This is an optimization exercise on Yosys and OpenROAD, whose aim is small area and few clock cycles per item, not a production implementation.
Only simulation tests tie the RTL to the original design; equivalence was not proved.

[config.mk]
export PLATFORM = sky130hd
export DESIGN_NAME = fp_mul_pipe
export DESIGN_NICKNAME = fp_mul_pipe
export VERILOG_FILES = /design/flow/design.v
export SDC_FILE = /design/flow/constraint.sdc
export NUM_CORES = 4
export LEC_CHECK = 0
export CAP_MARGIN = 20
export CORE_MARGIN = 2
export CORE_UTILIZATION = 40
export SLEW_MARGIN = 20
[constraint.sdc]
create_clock -name core_clock -period 8.5 [get_ports {clk}]
set_input_delay 1.7000 -clock core_clock [delete_from_list [all_inputs] [get_ports {clk}]]
set_output_delay 1.7000 -clock core_clock [all_outputs]
set_load 0.01 [all_outputs]
[design.v]
module fp_mul_pipe #(
   parameter int EXP_W = 8,
   parameter int MAN_W = 23
) (
   input  logic                     clk,
   input  logic                     rst,
   input  logic                     in_valid,
   output logic                     in_ready,
   input  logic [EXP_W+MAN_W:0]     in_a,
   input  logic [EXP_W+MAN_W:0]     in_b,
   output logic                     out_valid,
   input  logic                     out_ready,
   output logic [EXP_W+MAN_W:0]     out_z,
   output logic [3:0]               out_flags
);
   localparam int W    = 1 + EXP_W + MAN_W;
   localparam int BIAS = 2 ** (EXP_W - 1) - 1;
   localparam int EMAX = 2 ** EXP_W - 1;
   localparam int EW2  = EXP_W + 2;
   localparam int PW   = 2 * MAN_W + 2;
   localparam logic [W-1:0] QNAN = {1'b0, {EXP_W{1'b1}}, 1'b1, {(MAN_W-1){1'b0}}};
   logic adv;
   logic [EXP_W-1:0] ea, eb;
   logic [MAN_W-1:0] fa, fb;
   logic a_nan, b_nan, a_inf, b_inf, a_zero, b_zero, any_nan, any_inf, any_zero, snan, sgn, spec;
   logic [W-1:0] spec_z;
   logic [3:0] spec_f;
   logic [EW2-1:0] esum;
   logic v1, s1, sp1;
   logic [EW2-1:0] e1;
   logic [MAN_W:0] ma1, mb1;
   logic [W-1:0] spz1;
   logic [3:0] spf1;
   logic v2, s2, sp2;
   logic [EW2-1:0] e2;
   logic [PW-1:0] p2;
   logic [W-1:0] spz2;
   logic [3:0] spf2;
   logic [PW-1:0] nrm;
   logic [MAN_W-1:0] frac, frac_r;
   logic guard, sticky, rnd, cy, ovf, unf;
   logic [EW2-1:0] exp_f;
   logic [W-1:0] res_z;
   logic [3:0] res_f;
   logic ov;
   logic [W-1:0] oz;
   logic [3:0] of;
   assign adv = !ov || out_ready;
   assign in_ready = adv;
   assign out_valid = ov;
   assign out_z = oz;
   assign out_flags = of;
   assign ea = in_a[W-2:MAN_W];
   assign eb = in_b[W-2:MAN_W];
   assign fa = in_a[MAN_W-1:0];
   assign fb = in_b[MAN_W-1:0];
   assign a_nan = &ea && |fa;
   assign b_nan = &eb && |fb;
   assign a_inf = &ea && !(|fa);
   assign b_inf = &eb && !(|fb);
   assign a_zero = ~|ea;
   assign b_zero = ~|eb;
   assign any_nan = a_nan || b_nan;
   assign any_inf = a_inf || b_inf;
   assign any_zero = a_zero || b_zero;
   assign snan = (a_nan && !fa[MAN_W-1]) || (b_nan && !fb[MAN_W-1]);
   assign sgn = in_a[W-1] ^ in_b[W-1];
   assign spec = any_nan || any_inf || any_zero;
   assign spec_z = any_nan ? QNAN :
                   (any_inf && any_zero) ? QNAN :
                   any_inf ? {sgn, {EXP_W{1'b1}}, {MAN_W{1'b0}}} :
                   {sgn, {(W-1){1'b0}}};
   assign spec_f = any_nan ? {snan, 3'b000} : (any_inf && any_zero) ? 4'b1000 : 4'b0000;
   assign esum = EW2'(ea) + EW2'(eb) - EW2'(BIAS);
   assign nrm = p2[PW-1] ? p2 : p2 << 1;
   assign frac = nrm[PW-2:MAN_W+1];
   assign guard = nrm[MAN_W];
   assign sticky = |nrm[MAN_W-1:0];
   assign rnd = guard && (sticky || frac[0]);
   assign {cy, frac_r} = {1'b0, frac} + (MAN_W+1)'(rnd);
   assign exp_f = e2 + EW2'(p2[PW-1]) + EW2'(cy);
   assign ovf = !exp_f[EW2-1] && (exp_f[EW2-2:0] >= (EW2-1)'(EMAX));
   assign unf = exp_f[EW2-1] || (exp_f == '0);
   assign res_z = sp2 ? spz2 :
                  ovf ? {s2, {EXP_W{1'b1}}, {MAN_W{1'b0}}} :
                  unf ? {s2, {(W-1){1'b0}}} :
                  {s2, exp_f[EXP_W-1:0], frac_r};
   assign res_f = sp2 ? spf2 : ovf ? 4'b0101 : unf ? 4'b0011 : {3'b000, guard || sticky};
   always_ff @(posedge clk) begin
      if (rst) begin
         v1 <= 1'b0;
         v2 <= 1'b0;
         ov <= 1'b0;
         oz <= '0;
         of <= '0;
      end else if (adv) begin
         v1 <= in_valid;
         s1 <= sgn;
         e1 <= esum;
         ma1 <= {1'b1, fa};
         mb1 <= {1'b1, fb};
         sp1 <= spec;
         spz1 <= spec_z;
         spf1 <= spec_f;
         v2 <= v1;
         s2 <= s1;
         e2 <= e1;
         p2 <= PW'(ma1) * PW'(mb1);
         sp2 <= sp1;
         spz2 <= spz1;
         spf2 <= spf1;
         ov <= v2;
         oz <= res_z;
         of <= res_f;
      end
   end
endmodule
[run.sh]
#!/bin/bash
# synth_recipe.tcl (not shown) runs the flow's synth.tcl, then flattens the netlist and writes it again
# the make line also repeats each setting of config.mk as NAME=value (left out here)
make -C /OpenROAD-flow-scripts/flow DESIGN_CONFIG=/design/flow/config.mk WORK_HOME=/design/flow/orfs CLKGATE_MAP_FILE= SYNTH_SCRIPT=/design/flow/synth_recipe.tcl finish
==> reports/results.txt <==
Worst-Skew Late Latency: 500 ps
Commonest cells after routing, fill and taps aside: inv_1 (601), fa_1 (484), nand2_1 (322)
CP arrival: 8100 ps
Critical Path Sink Type: register
Clk buf depth: 2
Ports: 106
DP Wirelength: 59100 um
Gpl congestion: 0.941
Endpoints failing hold: 0
Cell Chain, Critical Path: buf_4 > nand2_1 > fa_1 > fa_1 > inv_1 > fa_1 > fa_1 > fa_1 > fa_1 > inv_1 > fa_1 > inv_1 > ha_1 > nand2_1 > o31ai_1 > a22oi_1 > a21oi_1 > nor2_1 > o311ai_1 > a21boi_1 > a221oi_2 > xnor2_1
Max-Cap Viols: 0
Max Clock Freq: 127 MHz
Register area share after synthesis: 17.6%
Initial drt markers: 1006
All-Layer GR Usage: 22.3%
Post-Synthesis Cells: 2722
GR Layer Usage met3: 3.44%
CTS clk-pin slew, worst paths: 100 ps
TritonCTS clock tree: yes
Global routing's busiest layer: met2
Yosys top cell area share: 37.3%
Final setup skew: 23.2 ps
CP Class: register to register
Startpoint Class: register
Number of enable flip-flop cells after synthesis: 126
H-tree depth: 4
CTS Buf Count: 17
ANT nets after route: 0
Num rows: 93
Most used DFF post-synth: edfxtp_1
Root buffer cell: clkbuf_16
Drt drc: 0
Ranking of synthesized cells by area: fa_1 (37%), edfxtp_1 (15%), ha_1 (9.2%)
Final worst setup slack: 648 ps
Die area: 67100 um2
Post-synthesis register bit count: 165
Synth unique cells: 76
Max transition margin: 24.2%
Avg WL per Cell: 19.9 um
Worst-Margin Slew: 1140 ps
Post-Syn Nets: 3465
TritonRoute pass-1 iters: 5
Ys Warns: 1
Avg Cell Area, Syn: 9.55 um2
Area delta synth->final: 10.3%
Layout Nets: 3516
Mapped Area: 26000 um2
Layout cells sized above 1: 4.34%
Post-layout util: 44.6%
GR Util met2: 36.3%
Pins Over Slew Limit: 0
Tmin final: 7850 ps
CP required: 8750 ps
Cell repeated most along the worst path: fa_1
Gr ovfl total: 0
Status: no timing/DRC/antenna violations
Via Count: 18691
Largest net degree at the start of global routing: 60
Post-detailed-routing wire length: 72400 um
Worst min-delay path class: register to register
Commonest non-fill, non-tap cell in the layout: inv_1
RSZ-0062 raised after global routing: no
PortBufs: 105
Vias in the first global route: 19810
Final setup viols: 0
Post-route setup TNS: 0 ps
Most area-hungry cell type in the Yosys netlist: fa_1
Core area: 64300 um2
Initial antenna violation count: 0
CP max-delay cell: edfxtp_1
First-pass GRT wire length: 113000 um
Vias/cell: 5.13
Met1 GRT Util: 29.8%
Hold_buf cts: 0
N_diodes: 0
Max stage delay on crit path: 1060 ps
Initial Util: 40.4%
Die Wd: 259 um
Crit share post-route: 92.4%
CTS sink cnt: 165
Post-synth ARST share: 0%
Worst-path maximum fanout: 20
Place WS: 344 ps
Die height: 259 um
==> cells in the mapped netlist, drive strengths merged, types with 9 or more instances <==
master,instances
a211oi,12
a21o,29
a21oi,77
a22oi,19
and2,257
and3,14
buf,14
clkbuf,113
dfxtp,39
edfxtp,126
fa,484
ha,191
inv,601
mux2i,13
nand2,322
nand2b,11
nand3,31
nand4,18
nor2,99
nor2b,9
nor3,13
nor4,23
o211ai,10
o21ai,31
o21bai,9
xnor2,50
xor2,35
==> cell families (layout without fill, tap and decap cells) <==
family          after synthesis  after routing  share of synthesized area [%]
flops                       165            165                           17.6
compound gates              226            226                           5.90
xor+xnor                     85             85                           2.86
mux                          19             19                          0.760
fa+ha+maj                   675            675                           46.5
simple gates                821            821                           15.8
buf+inv                     731            795                           10.7
==> area by class of cell <==
type	instances	area, um2
Multi-Input combinational cell	1826	18700
Clock inverter	15	211
Inverter	604	2270
Timing Repair Buffer	159	1460
Fill cell	6127	35700
Tap cell	855	1070
Clock buffer	17	425
Sequential cell	165	4560
==> layer usage <==
layer	part of all wire, %	routed length (um)
met1	43	31200
met2	48	34500
met3	5.6	4040
met4	3.7	2670
met5	0	0
==> final timing paths <==
check / slack [ps] / cells past startpoint / start / endpoint
worst max register to register: 650 / 22 / ma1[15] / p2[47]
worst min register to register: 410 / 0 / sp1 / sp2
worst max-delay path: 650 / 22 / ma1[15] / p2[47]
worst min-delay path: 410 / 0 / sp1 / sp2
==> critical path, delay by kind of cell, from the launching register on <==
family / cells / cell delay, ps
buffers and inverters: 4 / 420
DFF: 1 / 1060
AOI/OAI and AO/OA: 6 / 1760
xor gates and xnor gates: 1 / 110
and+or+nand+nor: 3 / 280
adders and majority gates: 8 / 3960
==> per-stage QoR <==
step	instances	area (um2)	hold slack, ps
3_3_place_gp	3608	28000	403
5_1_grt	3641	28700	420
2_1_floorplan	2722	26000	400
4_1_cts	3640	28700	414
3_5_place_dp	3608	28000	405
6_report	3641	28700	414
==> registers in the layout (all words and copies together) (netlist names), 3 cells and up <==
register	flops
of	4
oz	32
spz1	3
e1	10
p2	48
spz2	3
ma1	23
mb1	23
e2	10
==> repair_timing <==
| item | 4_1_cts | 5_1_grt |
|---|---|---|
| gates resized for setup | 0 | 1 |
| setup endpoints to repair | 0 | 6 |
| setup buffers | 0 | 1 |
Testbench counts, summed over its fixed seeds: cycles 12,024, items 12,000.

## port drivers added, routing unchanged
The results above use ideal ports. As a check the final layout listed here was re-extracted and re-timed, cells and wires unchanged.
Step 1 (the two cells are an assumption about what drives the block):
set clk [get_ports {clk}]
set_driving_cell -lib_cell sky130_fd_sc_hd__clkbuf_16 $clk
set_driving_cell -lib_cell sky130_fd_sc_hd__buf_2 [delete_from_list [all_inputs] $clk]
Step 2 times the ports against the registers' clock, not the clock port: input delays grow and output delays shrink by t, the midpoint of the rising clock arrivals with the driver on.
Three values: no drivers, after step 1, after step 2; two values: the first two.
t (ns): 0.542
setup WS [ns]: 0.648 / 0.648 / 0.648
hold WS [ns]: 0.414 / 0.414 / 0.414
worst slew at a driven data input, ns: 0.04
pins driven straight from the clock port: 1
After both steps this run still meets setup and hold. The setup slack of this run moves by 0.000 ns with the drivers and by 0.000 ns with both steps.
